Context: an optimization exercise on an open-source flow, tuned for small area and few clock cycles per item. The choices shown serve that exercise and are no tape-out recipe. In this exercise RTL edits were held to simulation tests only and were not proved equivalent to the original.

Design invsqrt_top, start of the top module:
module invsqrt_top (
    input  logic        i_clk,
    input  logic        i_arst_n,
    input  logic        i_valid,
    output logic        o_ready,
    input  logic [31:0] i_x,
    output logic        o_valid,
    input  logic        i_ready,
    output logic [31:0] o_result,
    output logic        o_invalid_op,
    output logic        o_divide_by_zero
);
    localparam int K    = 7;
    logic [31:0] x;
    logic        x_valid;
    logic        out_ready;
    logic [31:0] x_q;
    logic        x_valid_q;
    assign o_ready = !x_valid_q || out_ready;
    assign x       = x_q;
    assign x_valid = x_valid_q;
    always_ff @(posedge i_clk or negedge i_arst_n) begin
        if (!i_arst_n) begin
            x_valid_q <= 1'b0;
        end else if (o_ready) begin
            x_valid_q <= i_valid;
        end
    end
    always_ff @(posedge i_clk) begin
        if (o_ready) begin
            x_q <= i_x;
        end
    end
    logic [31:0] x_in;
    assign x_in = i_x;
    logic [10:0] u;
    logic sqc_1, sqc_2, sqc_3, sqc_4, sqc_5, sqc_6, sqc_7, sqc_8, sqc_9, sqc_10, sqc_11, sqc_12, sqc_13, sqc_14, sqc_15, sqc_16, sqc_17, sqc_18, sqc_19, sqc_20, sqc_21, sqc_22, sqc_23, sqc_24, sqc_25, sqc_26, sqc_27, sqc_28, sqc_29, sqc_30, sqc_31, sqc_32, sqc_33, sqc_34, sqc_35, sqc_36, sqc_37, sqc_38, sqc_39, sqc_40, sqc_41, sqc_42, sqc_43, sqc_44, sqc_45, sqc_46, sqc_47, sqc_48;
    logic [10:0] sq_a;
    logic [10:0] sq_b;
    logic [11:0] sq;
    logic [9:0] z_d;
    assign u = x_in[15:5] ^ {11{~x_in[16]}};
    assign sqc_1 = u[5] ^ u[10];
    assign sqc_2 = u[5] & u[10];
    assign sqc_3 = (u[0] & u[9]) ^ (u[1] & u[8]) ^ (u[2] & u[7]);
  ...
Size in the first run: roughly 2100 cells after synthesis, ~0.017 mm² of cells after synthesis.
==> flow/config.mk <==
export PLATFORM = sky130hd
export DESIGN_NAME = invsqrt_top
export DESIGN_NICKNAME = invsqrt_top
export VERILOG_FILES = /design/flow/design.v
export SDC_FILE = /design/flow/constraint.sdc
export NUM_CORES = 4
export LEC_CHECK = 0
export ABC_AREA = 1
export CAP_MARGIN = 20
export CORE_MARGIN = 2
export CORE_UTILIZATION = 35
export GPL_TIMING_DRIVEN = 0
export PLACE_DENSITY = 0.45
export SETUP_SLACK_MARGIN = 0.1
export SLEW_MARGIN = 20
==> flow/constraint.sdc <==
create_clock -name core_clock -period 10.5 [get_ports {i_clk}]
set_input_delay 2.1000 -clock core_clock [delete_from_list [all_inputs] [get_ports {i_clk}]]
set_output_delay 2.1000 -clock core_clock [all_outputs]
set_load 0.01 [all_outputs]
standard.sh (not shown) runs the stock make flow with config.mk's settings and CLKGATE_MAP_FILE= SYNTH_SCRIPT=/design/flow/synth_recipe.tcl, a recipe that flattens the netlist after the stock synthesis.
==> flow/flow/run.sh <==
#!/bin/bash
# Standard layout with two netlist steps between synthesis and floorplan:
#  flow/resyn.sh re-maps the combinational cells with a stronger ABC script
#  (registers, full/half adders, the tie cell and ports untouched), and
#  flow/fixinv.py drops the buffers synthesis left in (placement re-buffers the
#  nets that need it) and pushes inverters through the full adders (a full adder
#  is self-dual).
# Every port gets its own buffer, as in the standard flow, but the buffer is a
# buf_1 cell. Each tool's output goes to a log file in this folder.
set -euo pipefail
cp standard.sh log_standard_sh.txt
bash standard.sh synth > log_synth.txt 2>&1
R=$(dirname "$(find orfs/results -name 1_2_yosys.v | head -1)")
cp "$R/1_2_yosys.v" log_1_2_yosys_std.v.txt
LIB="$FLOW_HOME/platforms/sky130hd/lib/sky130_fd_sc_hd__tt_025C_1v80.lib"
bash flow/resyn.sh "$R/1_2_yosys.v" "$R/1_2_yosys.rs.v" "$LIB" flow/dontuse.txt flow/heavy.abc flow/abc.constr 10500 > log_resyn.txt 2>&1
python3 flow/fixinv.py "$R/1_2_yosys.rs.v" "$R/1_2_yosys.fix.v" > log_fixinv.txt 2>&1
cp "$R/1_2_yosys.fix.v" "$R/1_2_yosys.v"
rm -f "$R/1_synth.odb"
bash standard.sh finish "BUFFER_PORTS_ARGS=-buffer_cell sky130_fd_sc_hd__buf_1" > log_finish.txt 2>&1
Other scripts of this flow, unchanged in this note and not shown: flow/flow/abc.constr, flow/flow/dontuse.txt, flow/flow/fixinv.py, flow/flow/heavy.abc, flow/flow/resyn.sh
The first run finished clean.
Testbench counts at the start, summed over its fixed seeds: cycles 32,016, items 32,000.
Then changed:
--- a/flow/flow/run.sh
+++ b/flow/flow/run.sh
@@ -6,6 +6,5 @@
 #  nets that need it) and pushes inverters through the full adders (a full adder
 #  is self-dual).
-# Every port gets its own buffer, as in the standard flow, but the buffer is a
-# buf_1 cell. Each tool's output goes to a log file in this folder.
+# Each tool's output goes to a log file in this folder.
 set -euo pipefail
 cp standard.sh log_standard_sh.txt
@@ -18,3 +17,3 @@
 cp "$R/1_2_yosys.fix.v" "$R/1_2_yosys.v"
 rm -f "$R/1_synth.odb"
-bash standard.sh finish "BUFFER_PORTS_ARGS=-buffer_cell sky130_fd_sc_hd__buf_1" > log_finish.txt 2>&1
+bash standard.sh finish > log_finish.txt 2>&1
CAP_MARGIN = 25   (was 20)
SETUP_SLACK_MARGIN = 0.2   (was 0.1)
SLEW_MARGIN = 25   (was 20)
Result: The changed run produced a clean layout; synthesized cell count does not change; die area is unchanged; critical path depth is lower by 2; register-to-register slack is better by 0.10 ns; maximum frequency goes up slightly; cell count goes up slightly; setup slack improves by 0.10 ns; clock skew decreases by 0.0065 ns; worst hold slack barely changes; global-route usage shrinks by 0.49 points.

==> port drivers added, routing unchanged <==
The results above use ideal ports. As a check the final layouts listed here were re-extracted and re-timed, cells and wires unchanged. Step 1 (the two cells are an assumption about what drives the block):
set clk [get_ports {i_clk}]
set_driving_cell -lib_cell sky130_fd_sc_hd__clkbuf_16 $clk
set_driving_cell -lib_cell sky130_fd_sc_hd__buf_2 [delete_from_list [all_inputs] $clk]
Step 2, shift: input delay + t, output delay - t, t = (earliest + latest rising clock arrival at the registers) / 2. This alone moves slack from input paths to output paths. Slacks: ideal / step 1 / step 2; pairs: ideal / step 1.
run | t (ns) | slack for setup (ns) | worst setup path at the end | clock arrival spread, ns | pins driven straight from the clock port
the first run | 0.440 | 0.189 / 0.189 / 0.189 | register to register | 0.025 / 0.025 | 1
the second run | 0.439 | 0.289 / 0.289 / 0.289 | register to register | 0.019 / 0.019 | 1
After both steps every run listed still meets setup and hold.
